This design comes from an exercise in tuning for small area, a short achievable clock period and few clock cycles on the open sky130 flow, not from production work.
Function was checked by simulation only, so behaviour that the tests miss may differ from the original.
Power is estimated from default activity; no workload was simulated.

<file path="design/flow/design.v">
`timescale 1ns/10ps
module hart #(
    parameter logic [32-1:0] RESET_ADDR = 32'h0000_0000
) (
    input  logic        i_clk,
    input  logic        i_rst_n,
    output logic [31:0] o_imem_raddr,
    input  logic [31:0] i_imem_rdata,
    output logic [31:0] o_dmem_addr,
    output logic        o_dmem_ren,
    output logic        o_dmem_wen,
    output logic [31:0] o_dmem_wdata,
    input  logic [31:0] i_dmem_rdata,
    output logic        o_retire_valid,
    output logic [31:0] o_retire_inst,
    output logic        o_retire_trap,
    output logic        o_retire_halt,
    output logic [4:0]  o_retire_rs1_raddr,
    output logic [4:0]  o_retire_rs2_raddr,
    output logic [31:0] o_retire_rs1_rdata,
    output logic [31:0] o_retire_rs2_rdata,
    output logic [4:0]  o_retire_rd_waddr,
    output logic [31:0] o_retire_rd_wdata,
    output logic [31:0] o_retire_pc,
    output logic [31:0] o_retire_next_pc
);
    logic [31:2] pc;         
    logic [31:2] m_npc;      
    logic [31:2] m_pc;       
    logic        halted;     
    logic        ex_valid;
    logic [31:0] ex_inst;
    logic [31:0] ex_a;       
    logic [31:0] ex_b;       
    logic        ex_use1;
    logic        ex_use2;
    logic        ex_wen;     
    logic        ex_load;
    logic        ex_store;
    logic        ex_ill;
    logic        ex_halt;
    logic        ex_r_add;   
    logic        ex_sll;
    logic        ex_r_sr;    
    logic        ex_sra;
    logic        ex_r_slt;
    logic        ex_r_sltu;
    logic        ex_r_xor;
    logic        ex_r_or;
    logic        ex_r_and;
    logic        ex_sub;     
    logic        ex_fa_ld, ex_fa_alu;
    logic        ex_fb_ld, ex_fb_alu;
    logic        m_valid;
    logic [31:0] m_inst;
    logic [31:0] m_result;   
    logic [31:0] m_rs1;
    logic [31:0] m_rs2;      
    logic        m_use1;
    logic        m_use2;
    logic        m_wen;
    logic        m_ren;      
    logic        m_wen_st;   
    logic        m_trap;
    logic        m_halt;
    logic        m_rd_ld;    
    logic        m_rd_alu;   
    logic [31:0] regs [1:32-1];
    logic [4:0]  m_rd;
    logic        m_we;
    logic [31:0] m_wdata;
    assign m_rd    = m_inst[11:7];
    assign m_we    = m_valid & m_wen & (m_rd != 5'd0);
    assign m_wdata = m_ren ? i_dmem_rdata : m_result;
    always_ff @(posedge i_clk) begin
        for (int i = 1; i < 32; i++) begin
            if (m_we && m_rd == 5'(i)) regs[i] <= m_wdata;
        end
    end
    assign o_dmem_addr  = m_result;
    assign o_dmem_ren   = m_ren;
    assign o_dmem_wen   = m_wen_st;
    assign o_dmem_wdata = m_rs2;
    assign o_retire_valid     = m_valid;
    assign o_retire_inst      = m_inst;
    assign o_retire_trap      = m_trap;
    assign o_retire_halt      = m_halt;
    assign o_retire_rs1_raddr = m_use1 ? m_inst[19:15] : 5'd0;
    assign o_retire_rs2_raddr = m_use2 ? m_inst[24:20] : 5'd0;
    assign o_retire_rs1_rdata = m_use1 ? m_rs1 : 32'd0;
    assign o_retire_rs2_rdata = m_use2 ? m_rs2 : 32'd0;
    assign o_retire_rd_waddr  = m_wen ? m_rd : 5'd0;
    assign o_retire_rd_wdata  = ({32{m_rd_ld}} & i_dmem_rdata) | ({32{m_rd_alu}} & m_result);
    assign o_retire_pc        = {m_pc, 2'b00};
    assign o_retire_next_pc   = {m_npc, 2'b00};
    logic [31:0] e_a;
    logic [31:0] e_b;
    logic [31:0] e_imm_s;
    logic [31:0] e_bsrc;
    logic [31:0] e_bx;
    logic [31:0] e_sum;
    logic        e_lt;
    logic        e_ltu;
    logic [31:0] e_sh_in;
    logic [31:0] e_sh_out;
    logic [31:0] e_sh_rev;
    logic        e_fill;
    logic [31:0] e_result;
    logic        e_mis;
    assign e_a = ex_fa_ld ? i_dmem_rdata : ex_fa_alu ? m_result : ex_a;
    assign e_b = ex_fb_ld ? i_dmem_rdata : ex_fb_alu ? m_result : ex_b;
    assign e_imm_s = {{20{ex_inst[31]}}, ex_inst[31:25], ex_inst[11:7]};
    assign e_bsrc  = ex_store ? e_imm_s : e_b;
    assign e_bx    = ex_sub ? ~e_bsrc : e_bsrc;
    always_comb begin
        logic [31:0] p0, g, p, gn, pn;
        p0 = e_a ^ e_bx;
        g  = e_a & e_bx;
        g[0] = g[0] | (p0[0] & ex_sub);
        p  = p0;
        for (int d = 1; d < 32; d = d * 2) begin
            for (int i = 0; i < 32; i++) begin
                if (i >= d) begin
                    gn[i] = g[i] | (p[i] & g[i - d]);
                    pn[i] = p[i] & p[i - d];
                end else begin
                    gn[i] = g[i];
                    pn[i] = p[i];
                end
            end
            g = gn;
            p = pn;
        end
        e_sum = p0 ^ {g[30:0], ex_sub};
    end
    assign e_lt  = (e_a[31] ^ e_b[31]) ? e_a[31] : e_sum[31];
    assign e_ltu = (e_a[31] ^ e_b[31]) ? e_b[31] : e_sum[31];
    always_comb begin
        for (int i = 0; i < 32; i++) begin
            e_sh_in[i] = ex_sll ? e_a[31 - i] : e_a[i];
        end
    end
    assign e_fill   = ex_sra & e_a[31];
    assign e_sh_out = 32'($signed({e_fill, e_sh_in}) >>> e_b[4:0]);
    always_comb begin
        for (int i = 0; i < 32; i++) e_sh_rev[i] = e_sh_out[31 - i];
    end
    assign e_result = ({32{ex_r_add}} & e_sum) |
                      ({32{ex_sll}}   & e_sh_rev) |
                      ({32{ex_r_sr}}  & e_sh_out) |
                      ({32{ex_r_xor}} & (e_a ^ e_b)) |
                      ({32{ex_r_or}}  & (e_a | e_b)) |
                      ({32{ex_r_and}} & (e_a & e_b)) |
                      {31'b0, (ex_r_slt & e_lt) | (ex_r_sltu & e_ltu)};
    assign e_mis = (ex_load | ex_store) & (e_sum[1:0] != 2'b00);
    always_ff @(posedge i_clk) begin
        m_inst   <= ex_inst;
        m_result <= e_result;
        m_rs1    <= e_a;
        m_rs2    <= e_b;
        m_use1   <= ex_use1;
        m_use2   <= ex_use2;
        m_wen    <= ex_wen & ~e_mis;
        m_trap   <= ex_ill | e_mis;
        m_halt   <= ex_halt;
        m_rd_ld  <= ex_load & ~e_mis;
        m_rd_alu <= ex_wen & ~ex_load;
        ex_fa_ld  <= d_f1 & ex_load & ~e_mis;
        ex_fa_alu <= d_f1 & ex_wen & ~ex_load;
        ex_fb_ld  <= d_f2 & ex_load & ~e_mis;
        ex_fb_alu <= d_f2 & ex_wen & ~ex_load;
    end
    logic [31:0] inst;
    logic [6:0]  op;
    logic [2:0]  f3;
    logic [6:0]  f7;
    logic        is_lui, is_auipc, is_opimm, is_op, is_load, is_store, is_ebreak;
    logic        legal;
    logic [4:0]  rs1, rs2;
    logic [31:0] rf [32];
    logic [31:0] r1, r2;
    logic [31:0] imm;
    logic        ex_wr;
    logic        d_f1, d_f2;
    assign inst = i_imem_rdata;
    assign op   = inst[6:0];
    assign f3   = inst[14:12];
    assign f7   = inst[31:25];
    assign rs1  = inst[19:15];
    assign rs2  = inst[24:20];
    assign is_lui    = op == 7'b0110111;
    assign is_auipc  = op == 7'b0010111;
    assign is_opimm  = op == 7'b0010011 &&
                       !((f3 == 3'b001 && f7 != 7'b0) ||
                         (f3 == 3'b101 && f7 != 7'b0 && f7 != 7'b0100000));
    assign is_op     = op == 7'b0110011 &&
                       !(f7 != 7'b0 && !(f7 == 7'b0100000 && (f3 == 3'b000 || f3 == 3'b101)));
    assign is_load   = op == 7'b0000011 && f3 == 3'b010;
    assign is_store  = op == 7'b0100011 && f3 == 3'b010;
    assign is_ebreak = inst == 32'h0010_0073;
    assign legal     = is_lui | is_auipc | is_opimm | is_op | is_load | is_store | is_ebreak;
    assign rf[0] = 32'd0;
    for (genvar i = 1; i < 32; i++) begin : g_rf
        assign rf[i] = regs[i];
    end
    assign r1 = (m_we && m_rd == rs1) ? m_wdata : rf[rs1];
    assign r2 = (m_we && m_rd == rs2) ? m_wdata : rf[rs2];
    assign imm = (is_lui | is_auipc) ? {inst[31:12], 12'b0} : {{20{inst[31]}}, inst[31:20]};
    assign o_imem_raddr = {pc, 2'b00};
    assign ex_wr = ex_valid & ex_wen & (ex_inst[11:7] != 5'd0);
    assign d_f1  = ex_wr & (is_opimm | is_op | is_load | is_store) & (rs1 == ex_inst[11:7]);
    assign d_f2  = ex_wr & (is_op | is_store) & (rs2 == ex_inst[11:7]);
    always_ff @(posedge i_clk) begin
        if (!i_rst_n) begin
            pc       <= RESET_ADDR[31:2];
            halted   <= 1'b0;
            ex_valid <= 1'b0;
            m_valid  <= 1'b0;
            m_ren    <= 1'b0;
            m_wen_st <= 1'b0;
        end else begin
            pc       <= pc + 30'd1;
            halted   <= halted | is_ebreak;
            ex_valid <= ~halted;
            m_valid  <= ex_valid;
            m_ren    <= ex_valid & ex_load & ~e_mis;
            m_wen_st <= ex_valid & ex_store & ~e_mis;
        end
    end
    always_ff @(posedge i_clk) begin
        m_npc <= pc;
        m_pc  <= m_npc;
    end
    always_ff @(posedge i_clk) begin
        ex_inst  <= inst;
        ex_a     <= is_lui ? 32'd0 : is_auipc ? {pc, 2'b00} : r1;
        ex_b     <= (is_op | is_store) ? r2 : imm;
        ex_use1  <= is_opimm | is_op | is_load | is_store;
        ex_use2  <= is_op | is_store;
        ex_wen   <= is_lui | is_auipc | is_opimm | is_op | is_load;
        ex_load  <= is_load;
        ex_store <= is_store;
        ex_ill   <= ~legal;
        ex_halt  <= is_ebreak;
        ex_r_add  <= !(is_opimm | is_op) || f3 == 3'b000;
        ex_sll    <= (is_opimm | is_op) && f3 == 3'b001;
        ex_r_sr   <= (is_opimm | is_op) && f3 == 3'b101;
        ex_sra    <= (is_opimm | is_op) && f3 == 3'b101 && inst[30];
        ex_r_slt  <= (is_opimm | is_op) && f3 == 3'b010;
        ex_r_sltu <= (is_opimm | is_op) && f3 == 3'b011;
        ex_r_xor  <= (is_opimm | is_op) && f3 == 3'b100;
        ex_r_or   <= (is_opimm | is_op) && f3 == 3'b110;
        ex_r_and  <= (is_opimm | is_op) && f3 == 3'b111;
        ex_sub   <= (is_opimm | is_op) &&
                    (f3 == 3'b010 || f3 == 3'b011 || (f3 == 3'b000 && is_op && inst[30]));
    end
endmodule
</file>
<file path="design/flow/flow/run.sh">
#!/bin/bash
# Layout flow: the standard ORFS flow (standard.sh, unchanged synthesis and
# steps), except that the port buffers buffer_ports inserts at placement are
# sky130_fd_sc_hd__buf_2 cells rather than the library's default choice.
# make's full output goes to flow_make.log; each ORFS step keeps its own log
# under orfs/logs/.
set -euo pipefail
bash standard.sh "BUFFER_PORTS_ARGS=-buffer_cell sky130_fd_sc_hd__buf_2" finish > flow_make.log 2>&1
</file>
<file path="design/flow/standard.sh">
#!/bin/bash
# synth_recipe.tcl (not shown) runs the flow's synth.tcl, then flattens the netlist and writes it again
# the make line also repeats each setting of config.mk as NAME=value (left out here)
make -C /OpenROAD-flow-scripts/flow DESIGN_CONFIG=/design/flow/config.mk WORK_HOME=/design/flow/orfs CLKGATE_MAP_FILE= SYNTH_SCRIPT=/design/flow/synth_recipe.tcl "${@:-finish}"
</file>
<file path="design/flow/config.mk">
export PLATFORM = sky130hd
export DESIGN_NAME = hart
export DESIGN_NICKNAME = hart
export VERILOG_FILES = /design/flow/design.v
export SDC_FILE = /design/flow/constraint.sdc
export NUM_CORES = 4
export LEC_CHECK = 0
export CAP_MARGIN = 20
export CELL_PAD_IN_SITES_DETAIL_PLACEMENT = 1
export CORE_MARGIN = 2
export CORE_UTILIZATION = 40
export SETUP_SLACK_MARGIN = 2.8
export SLEW_MARGIN = 20
</file>
<file path="design/flow/constraint.sdc">
create_clock -name core_clock -period 6.0 [get_ports {i_clk}]
set_input_delay 1.2000 -clock core_clock [delete_from_list [all_inputs] [get_ports {i_clk}]]
set_output_delay 1.2000 -clock core_clock [all_outputs]
set_load 0.01 [all_outputs]
</file>
==> results of run 1 <==
==> worst max-delay path by stage <==
stage | slack (ns) | from | end | cells after the start
after floorplan | 1.76 | i_dmem_rdata[1] | m_result[30] | 19
after global placement | 0.96 | i_dmem_rdata[1] | m_result[30] | 17
after detailed placement | 0.95 | i_imem_rdata[20] | ex_b[12] | 10
after CTS | 2.14 | ex_fb_alu | m_result[30] | 19
after global routing | 1.99 | ex_fb_alu | m_result[30] | 15
final | 2.07 | ex_fb_alu | m_result[24] | 17
==> kinds of logic (layout without fill, tap and decap cells) <==
group                    count (synthesis)  in the layout  synth area share
AO/OA/AOI/OAI                         1573           1575            0.2000
multiplexers                           217            218           0.04318
other                                    1             21        0.00006260
flip-flops                            1339           1339            0.6133
AND/OR/NAND/NOR                        939            940           0.07745
buffers and inverters                  445           1232           0.03008
XOR/XNOR                                99             99           0.01448
adder cells (fa/ha/maj)                102            102           0.02143
==> report_power, final <==
part           switching, mW  internal [mW]  leakage, nW  total, mW
logic                   3.03           1.22         12.8       4.25
registers              0.450           11.0         11.8       11.5
clock network           3.95           4.87         2.21       8.82
total                   7.42           17.1         26.8       24.6
==> state kept, by name, summed over array words and instances, names as in the netlist, 30 cells and up <==
name      flops
m_pc         30
ex_b         32
m_inst       32
m_rs2        32
ex_a         32
regs        992
m_rs1        32
m_npc        30
pc           30
ex_inst      32
m_result     32
==> worst register-to-register path, delay by kind of cell, from the launching register on <==
family	cells	cell delay, ns
AO/OA/AOI/OAI	7	1.90
multiplexers	3	0.64
buffers and inverters	4	0.53
flip-flops	1	0.36
adder cells (fa/ha/maj)	1	0.29
AND/OR/NAND/NOR	2	0.13
==> cell usage after synthesis, types with 13 or more instances <==
library cell | number | area [µm²]
a21o_1 | 15 | 112.6
nand2_1 | 233 | 874.6
dfxtp_1 | 347 | 6947
a221oi_1 | 337 | 2952
nand4_1 | 124 | 775.7
a31oi_1 | 44 | 275.3
xnor2_1 | 52 | 455.4
nand3_1 | 129 | 645.6
mux4_2 | 28 | 630.6
nor3_1 | 36 | 180.2
o21a_1 | 34 | 255.2
a22oi_1 | 253 | 1899
nor2_1 | 197 | 739.5
a221o_1 | 17 | 170.2
and2_1 | 108 | 675.7
o211ai_1 | 15 | 112.6
ha_1 | 101 | 1264
mux2_2 | 41 | 461.7
nor4_1 | 23 | 143.9
inv_1 | 81 | 304.0
or3_1 | 17 | 106.4
o21ai_0 | 173 | 865.8
a21oi_1 | 177 | 885.9
xor2_1 | 47 | 411.6
mux2i_1 | 147 | 1471
o21ai_1 | 13 | 65.06
a222oi_1 | 65 | 650.6
clkbuf_1 | 300 | 1126
nand3b_1 | 13 | 97.59
buf_1 | 33 | 123.9
a22o_1 | 359 | 3144
edfxtp_1 | 992 | 29790
nand2b_1 | 15 | 93.84
==> metrics by stage <==
step / setup WS (ns) / util / std cells
after floorplan: 1.763 / - / 4720
after global placement: 0.9579 / 0.4393 / 6892
after detailed placement: 0.9550 / 0.4397 / 6895
after CTS: 2.144 / 0.4908 / 7356
after global routing: 1.993 / 0.5022 / 7458
final: 2.068 / 0.5024 / 7470
==> placed cells by master, fill, tap and decap left out, types with 16 or more instances in the layout <==
cell,netlist,routed
nor3_1,36,25
o21ai_1,13,43
nand4_1,124,124
clkbuf_16,0,146
a21oi_2,0,33
mux2_2,41,37
nor2_1,197,93
inv_1,81,71
buf_12,2,65
mux4_2,28,28
dfxtp_1,347,328
o21ai_2,0,25
edfxtp_1,992,992
clkinv_1,2,22
a22oi_1,253,250
buf_6,4,35
nand2_1,233,218
clkbuf_1,300,27
nor2_4,0,94
a222oi_1,65,65
a21oi_1,177,138
and2_1,108,107
xnor2_1,52,43
a22o_1,359,358
ha_1,101,83
buf_2,10,362
clkinv_2,0,26
a221o_1,17,17
xor2_1,47,41
o21ai_0,173,110
nand3_1,129,124
buf_4,10,410
o21a_1,34,28
a221oi_1,337,329
a31oi_1,44,40
or3_1,17,16
mux2i_1,147,128
==> final cells by class <==
type                       count  area share
inverter                      85    0.004939
multi-input combinational   2940      0.3180
timing repair buffer         888     0.09259
antenna                       15   0.0005006
timing repair inverter         3   0.0004005
clock inverter                78    0.009828
clock buffer                 178     0.05061
sequential                  1339      0.4907
tap                         1944     0.03244
==> routing by layer <==
layer	track usage	vias up	part of all wire
met5	0.02711	-	0.0027
met2	0.5856	7219	0.39
met4	0.3634	50	0.12
li1	-	20449	-
met1	0.4801	28193	0.31
met3	0.2291	2648	0.18
==> repair_timing <==
item	CTS	global route
gates resized for setup	263	182
setup endpoints to repair	786	357
pin swaps	101	87
buffers inserted	195	97
cloned	10	2
==> out/metrics.csv, run 1 <==
metric,value,unit
max-vdd-ir-drop,0.2313,mV
multi_input_area,23850,µm²
path_clk_slew,0.07,ns
setup_viol,0,
worst_r2r_path_depth,17,
yosysSeqAreaShare,0.6133,
reg2reg_slack,2.07,ns
tritoncts,yes,
critical_path_required,6.71,ns
grt_pass1_vias,55099,
min_period_over_period,0.6553,
cts-buffers-inserted,139,
post_dp_cell_area,65620,µm²
fin_skew,0.03477,ns
crit_fanout,6,
grt_overflow,0,
worstSetupEndpointType,flip-flop,
grt_first_pass_wirelength,451.7,mm
slowest_delay,0.36,ns
min_from,ex_inst[16],
synth_edf_count,992,
drc,0,
detail-route-antenna-nets,0,
grt_antenna_before_repair,27,
rsz0062_at_grt,yes,
power.leakage,26.80,nW
whs_endpoint,m_inst[16],
routed_wl,341.4,mm
clk_latency,0.82,ns
slew_viol_final,0,
area_growth,25.18,%
die_h,391.0,µm
fin_area,74980,µm²
drive_above_1_share,0.2820,
synth_ff_type,edfxtp_1,
hpwl,206.2,mm
syn_area,59900,µm²
std_cell_rows,142,
power,24.56,mW
grt_usage,0.4270,
reg2reg_to,m_result[24],
drt-initial-drc-count,14453,
crit_chain,buf_12 -> buf_6 -> buf_8 -> mux2i_4 -> a211oi_4 -> mux2i_2 -> fa_2 -> nor2b_4 -> o31a_1 -> o2111ai_4 -> buf_6 -> a21o_1 -> nand2_2 -> a31o_4 -> a2111oi_4 -> mux2i_1 -> a2111o_1,
cp_top_family,compound AO/OA/AOI/OAI gates,
grt_max_degree,51,
cts.sinks,1339,
fillers,15045,
yosysWarnings,3,
finalWorstPathRequiredPeriod,3.932,ns
final_hold_viol_count,0,
critPathKind,flip-flop to flip-flop,
drtPass1Iterations,21,
start_util,0.4014,
core_area,149200,µm²
relSlewSlack,0.1421,
die_x,391.0,µm
holdBufCountCts,0,
outcome,"complete, no violations",
gp_congestion,1.046,
final_nets,5564,
cp_slowest_cell,dfxtp_4,
reg2reg_from,ex_fb_alu,
hold_class,flip-flop to flip-flop,
syn_inst,4715,
avgSynthCellArea,12.70,µm²
worst_slew_pin_slew,1.287,ns
wl_per_cell,45.70,µm
vias,58559,
via_per_inst,7.839,
ctsRootBufferMaster,clkbuf_16,
seqCellArea,36790,µm²
hold_slack,0.3273,ns
ios,374,
maxCapViolCount,0,
crit_buf_inv,4,
htree_levels,4,
cpMostUsedCell,buf_6,
worstSetupStartpointType,flip-flop,
setup_tns,0,ns
ys_types,77,
ys_ff_latch,1339,
synthArstFlopShare,0,
power.density,327.5,nW/µm²
io_buffers,367,
cp_data_arrival_time,4.64,ns
fmax,254.3,MHz
holdPathStages,0,
die_area,152900,µm²
cts_buffer_depth,3,
Testbench counts, summed over its fixed seeds: cycles 34,640.
==> inputs of run 2 (changes only) <==
--- a/design/flow/design.v
+++ b/design/flow/design.v
@@ -50,6 +50,8 @@
     logic        ex_r_and;
     logic        ex_sub;     
-    logic        ex_fa_ld, ex_fa_alu;
-    logic        ex_fb_ld, ex_fb_alu;
+    logic [31:0] ex_badd;    
+    logic        ex_fc_ldp, ex_fc_ldn, ex_fc_alup, ex_fc_alun, ex_fc_no;
+    logic        ex_fa_ld, ex_fa_alu, ex_fa_no;
+    logic        ex_fb_ld, ex_fb_alu, ex_fb_no;
     logic        m_valid;
     logic [31:0] m_inst;
@@ -96,6 +98,4 @@
     logic [31:0] e_a;
     logic [31:0] e_b;
-    logic [31:0] e_imm_s;
-    logic [31:0] e_bsrc;
     logic [31:0] e_bx;
     logic [31:0] e_sum;
@@ -108,9 +108,11 @@
     logic [31:0] e_result;
     logic        e_mis;
-    assign e_a = ex_fa_ld ? i_dmem_rdata : ex_fa_alu ? m_result : ex_a;
-    assign e_b = ex_fb_ld ? i_dmem_rdata : ex_fb_alu ? m_result : ex_b;
-    assign e_imm_s = {{20{ex_inst[31]}}, ex_inst[31:25], ex_inst[11:7]};
-    assign e_bsrc  = ex_store ? e_imm_s : e_b;
-    assign e_bx    = ex_sub ? ~e_bsrc : e_bsrc;
+    assign e_a = ({32{ex_fa_ld}} & i_dmem_rdata) | ({32{ex_fa_alu}} & m_result) |
+                 ({32{ex_fa_no}} & ex_a);
+    assign e_b = ({32{ex_fb_ld}} & i_dmem_rdata) | ({32{ex_fb_alu}} & m_result) |
+                 ({32{ex_fb_no}} & ex_b);
+    assign e_bx = ({32{ex_fc_ldp}}  &  i_dmem_rdata) | ({32{ex_fc_ldn}}  & ~i_dmem_rdata) |
+                  ({32{ex_fc_alup}} &  m_result)     | ({32{ex_fc_alun}} & ~m_result) |
+                  ({32{ex_fc_no}}   &  ex_badd);
     always_comb begin
         logic [31:0] p0, g, p, gn, pn;
@@ -166,8 +168,15 @@
         m_rd_ld  <= ex_load & ~e_mis;
         m_rd_alu <= ex_wen & ~ex_load;
-        ex_fa_ld  <= d_f1 & ex_load & ~e_mis;
-        ex_fa_alu <= d_f1 & ex_wen & ~ex_load;
-        ex_fb_ld  <= d_f2 & ex_load & ~e_mis;
-        ex_fb_alu <= d_f2 & ex_wen & ~ex_load;
+        ex_fa_ld   <= d_f1 & ex_load & ~e_mis;
+        ex_fa_alu  <= d_f1 & ~ex_load;
+        ex_fa_no   <= ~(d_f1 & (~ex_load | ~e_mis));
+        ex_fb_ld   <= d_f2 & ex_load & ~e_mis;
+        ex_fb_alu  <= d_f2 & ~ex_load;
+        ex_fb_no   <= ~(d_f2 & (~ex_load | ~e_mis));
+        ex_fc_ldp  <= d_f2 & is_op & ex_load & ~e_mis & ~d_sub;
+        ex_fc_ldn  <= d_f2 & is_op & ex_load & ~e_mis & d_sub;
+        ex_fc_alup <= d_f2 & is_op & ~ex_load & ~d_sub;
+        ex_fc_alun <= d_f2 & is_op & ~ex_load & d_sub;
+        ex_fc_no   <= ~(d_f2 & is_op & (~ex_load | ~e_mis));
     end
     logic [31:0] inst;
@@ -183,4 +192,6 @@
     logic        ex_wr;
     logic        d_f1, d_f2;
+    logic        d_sub;
+    logic [31:0] imm_s;
     assign inst = i_imem_rdata;
     assign op   = inst[6:0];
@@ -206,4 +217,7 @@
     assign r1 = (m_we && m_rd == rs1) ? m_wdata : rf[rs1];
     assign r2 = (m_we && m_rd == rs2) ? m_wdata : rf[rs2];
+    assign imm_s = {{20{inst[31]}}, inst[31:25], inst[11:7]};
+    assign d_sub = (is_opimm | is_op) &&
+                   (f3 == 3'b010 || f3 == 3'b011 || (f3 == 3'b000 && is_op && inst[30]));
     assign imm = (is_lui | is_auipc) ? {inst[31:12], 12'b0} : {{20{inst[31]}}, inst[31:20]};
     assign o_imem_raddr = {pc, 2'b00};
@@ -236,4 +250,5 @@
         ex_a     <= is_lui ? 32'd0 : is_auipc ? {pc, 2'b00} : r1;
         ex_b     <= (is_op | is_store) ? r2 : imm;
+        ex_badd  <= (is_store ? imm_s : is_op ? r2 : imm) ^ {32{d_sub}};
         ex_use1  <= is_opimm | is_op | is_load | is_store;
         ex_use2  <= is_op | is_store;
@@ -252,6 +267,5 @@
         ex_r_or   <= (is_opimm | is_op) && f3 == 3'b110;
         ex_r_and  <= (is_opimm | is_op) && f3 == 3'b111;
-        ex_sub   <= (is_opimm | is_op) &&
-                    (f3 == 3'b010 || f3 == 3'b011 || (f3 == 3'b000 && is_op && inst[30]));
+        ex_sub   <= d_sub;
     end
 endmodule
--- a/design/flow/config.mk
+++ b/design/flow/config.mk
@@ -7,7 +7,9 @@
 export LEC_CHECK = 0
 export CAP_MARGIN = 20
-export CELL_PAD_IN_SITES_DETAIL_PLACEMENT = 1
 export CORE_MARGIN = 2
 export CORE_UTILIZATION = 40
+export CTS_BUF_LIST = sky130_fd_sc_hd__clkbuf_16
+export CTS_CLUSTER_DIAMETER = 60
+export CTS_CLUSTER_SIZE = 30
 export SETUP_SLACK_MARGIN = 2.8
 export SLEW_MARGIN = 20
==> run 2 against run 1 <==
First-iteration DRC count is 9.9% lower. Clock power decreased by 7.6%. Utilization rose by 0.14 points. Clock skew is 0.017 ns higher. Sequential share of layout area shrank 0.20 points. Maximum frequency decreased by 3.6%. Clock-buffer cell count decreased by 70. Critical path depth increased by 4. Critical path type is now input port to flip-flop. Largest cell class unchanged. Highest routed layer unchanged.
==> out/metrics.csv, run 2 <==
metric,value,unit
yosys.area.top_type_share,0.4841,
grt_max_degree,45,
cp_top_family,buffers and inverters,
drt-initial-drc-count,13016,
syn_area,61540,µm²
clk_latency,0.82,ns
core_area,152400,µm²
ios,374,
gp_congestion,1.002,
worst_slew_pin_slew,1.259,ns
rsz0062_at_grt,yes,
synth_ff_type,edfxtp_1,
top_register,regs,
synth_edf_count,992,
ctsRootBufferMaster,clkbuf_16,
pre_cts_slack,0.6143,ns
cts_buffer_depth,3,
std_cell_rows,143,
grt_overflow,0,
worstSetupStartpointType,input port,
crit_fanout,6,
htree_levels,3,
final_nets,5911,
final_common_cell,edfxtp_1,
hold_class,flip-flop to flip-flop,
start_util,0.4037,
grt_usage,0.4063,
yosysWarnings,3,
via_per_inst,7.265,
maxCapViolCount,0,
critPathKind,input port to flip-flop,
stdcell_count,7889,
fin_ws,1.921,ns
drc,0,
hold_slack,0.3313,ns
ys_ff_latch,1378,
drtPass1Iterations,11,
area_growth,24.82,%
outcome,"complete, no violations",
cpMostUsedCell,buf_6,
drive_above_1_share,0.2706,
ys_types,76,
min_period_over_period,0.6798,
final_hold_viol_count,0,
grt_first_pass_wirelength,441.3,mm
critical_path_required,6.65,ns
yosysSeqAreaShare,0.6097,
worstSetupEndpointType,flip-flop,
fmax,245.2,MHz
setup_tns,0,ns
hpwl,204.2,mm
detail-route-antenna-nets,0,
tritoncts,yes,
holdBufCountCts,0,
setup_viol,0,
slew_viol_final,0,
fin_skew,0.05195,ns
routed_wl,331.0,mm
wl_per_cell,41.95,µm
cp_slowest_cell,mux4_2,
place_inst,7368,
grt_antenna_before_repair,25,
vias,57315,
path_clk_slew,0.09,ns
synthArstFlopShare,0,
grt_pass1_vias,52671,
multi_input_area,24270,µm²
avgSynthCellArea,12.18,µm²
die_area,157000,µm²
slowest_delay,0.54,ns
fillers,13223,
cp_data_arrival_time,4.73,ns
synth_top_area_cell,edfxtp_1,
crit_chain,buf_8 -> buf_4 -> buf_6 -> buf_6 -> buf_6 -> buf_6 -> buf_6 -> a222oi_1 -> buf_4 -> buf_6 -> buf_6 -> buf_12 -> buf_16 -> buf_12 -> mux2i_2 -> mux4_2 -> mux2i_2 -> o22ai_2 -> a31o_1 -> a221oi_2 -> nand3_1,
die_x,396.2,µm
relSlewSlack,0.1606,
finalWorstPathRequiredPeriod,4.079,ns
cts-buffers-inserted,106,
largest_reg_flops,992,
io_buffers,367,
cts.sinks,1378,
die_h,396.2,µm
seqCellArea,37530,µm²
max-vdd-ir-drop,0.2752,mV
synth_most_common_cell,edfxtp_1,
synth_common_cells,"edfxtp_1 (992), a22oi_1 (736), nand2_1 (440)",
synthTopCellsByArea,"edfxtp_1 (48%), dfxtp_1 (13%), a22oi_1 (9.0%), nand2_1 (2.7%), a222oi_1 (2.0%)",
power.density,312.1,nW/µm²
layout_common_cells,"edfxtp_1 (992), a22oi_1 (735), buf_4 (444)",
power.leakage,28.62,nW
crit_buf_inv,13,
syn_inst,5053,
==> run 2: worst paths after layout <==
kind	startpoint	endpoint	slack, ns	cells past startpoint
setup / recovery	i_dmem_rdata[0]	m_result[27]	1.92	21
hold / removal	ex_inst[21]	m_inst[21]	0.33	0
setup reg to reg	m_result[0]	m_result[20]	1.98	16
hold reg to reg	ex_inst[21]	m_inst[21]	0.33	0
==> run 2: area by class of cell <==
cell class	count	share of cell area
antenna	17	0.0005538
clock buffer	108	0.03519
clock inverter	94	0.01777
inverter	86	0.004594
multi-input combinational	3214	0.3160
sequential	1378	0.4886
tap	2030	0.03307
timing repair buffer	962	0.1042
==> run 2: worst reg2reg max path, delay by kind of cell (launching register included) <==
| family | cells | cell delay [ns] |
|---|---|---|
| flops | 1 | 0.53 |
| xor+xnor | 1 | 0.09 |
| compound gates | 9 | 2.17 |
| buf+inv | 2 | 0.23 |
| simple gates | 2 | 0.28 |
| fa+ha+maj | 2 | 0.61 |
==> run 2: cells by family after synthesis <==
group	count (synthesis)	share of synthesized area
and+or+nand+nor	1182	0.09125
buffers and inverters	467	0.03036
AOI/OAI and AO/OA	1626	0.1945
other	1	0.00006094
adders and majority gates	97	0.01997
xor gates and xnor gates	104	0.01480
DFF	1378	0.6097
muxes	198	0.03943
==> run 2: metal layers <==
metal,GRT usage,wire (µm)
met5,0.01447,441
met4,0.3045,32880
met3,0.1860,55730
met2,0.5795,134700
met1,0.4757,107200
==> run 2: where the power goes <==
group          internal (mW)  switching [mW]  total (mW)
logic                   1.26            2.87        4.14
clock network           3.82            4.33        8.15
registers               11.3           0.415        11.7
total                   16.4            7.62        24.0
==> run 2: repair_timing <==
item	CTS	global route
pin swaps	129	60
gates cloned	10	1
resized for setup	280	123
setup endpoints to repair	511	317
setup buffers	264	27
==> run 2: through the flow <==
step	utilization	area, µm²	power [mW]
final	0.5039	76810	23.97
after CTS	0.4987	76020	23.62
after floorplan	-	61920	13.53
after detailed placement	0.4455	67910	15.32
after global placement	0.4448	67800	15.30
after global routing	0.5036	76770	24.45
Testbench counts of run 2, summed over its fixed seeds: cycles 34,640.

==> static timing again, ports no longer ideal <==
Ports are ideal in the flow. The routed layouts listed here were re-timed in OpenROAD. Step 1 (the two cells are an assumption about what drives the block):
set clk [get_ports {i_clk}]
set_driving_cell -lib_cell sky130_fd_sc_hd__clkbuf_16 $clk
set_driving_cell -lib_cell sky130_fd_sc_hd__buf_2 [delete_from_list [all_inputs] $clk]
Step 2 times the ports against the registers' clock, not the clock port: input delays grow and output delays shrink by t, the midpoint of the rising clock arrivals with the driver on. Slacks: ideal / step 1 / step 2; pairs: ideal / step 1.
run	t, ns	setup WS [ns]	worst setup path at the end	worst slew at a driven data input, ns
run 1	0.883	2.068 / 2.068 / 1.438	input to register	0.06
run 2	0.871	1.921 / 1.961 / 1.090	input to register	0.12
After both steps every run listed still meets setup and hold. For run 2, which loses most, drivers alone change the setup slack by +0.040 ns; drivers and shift together by -0.831 ns.
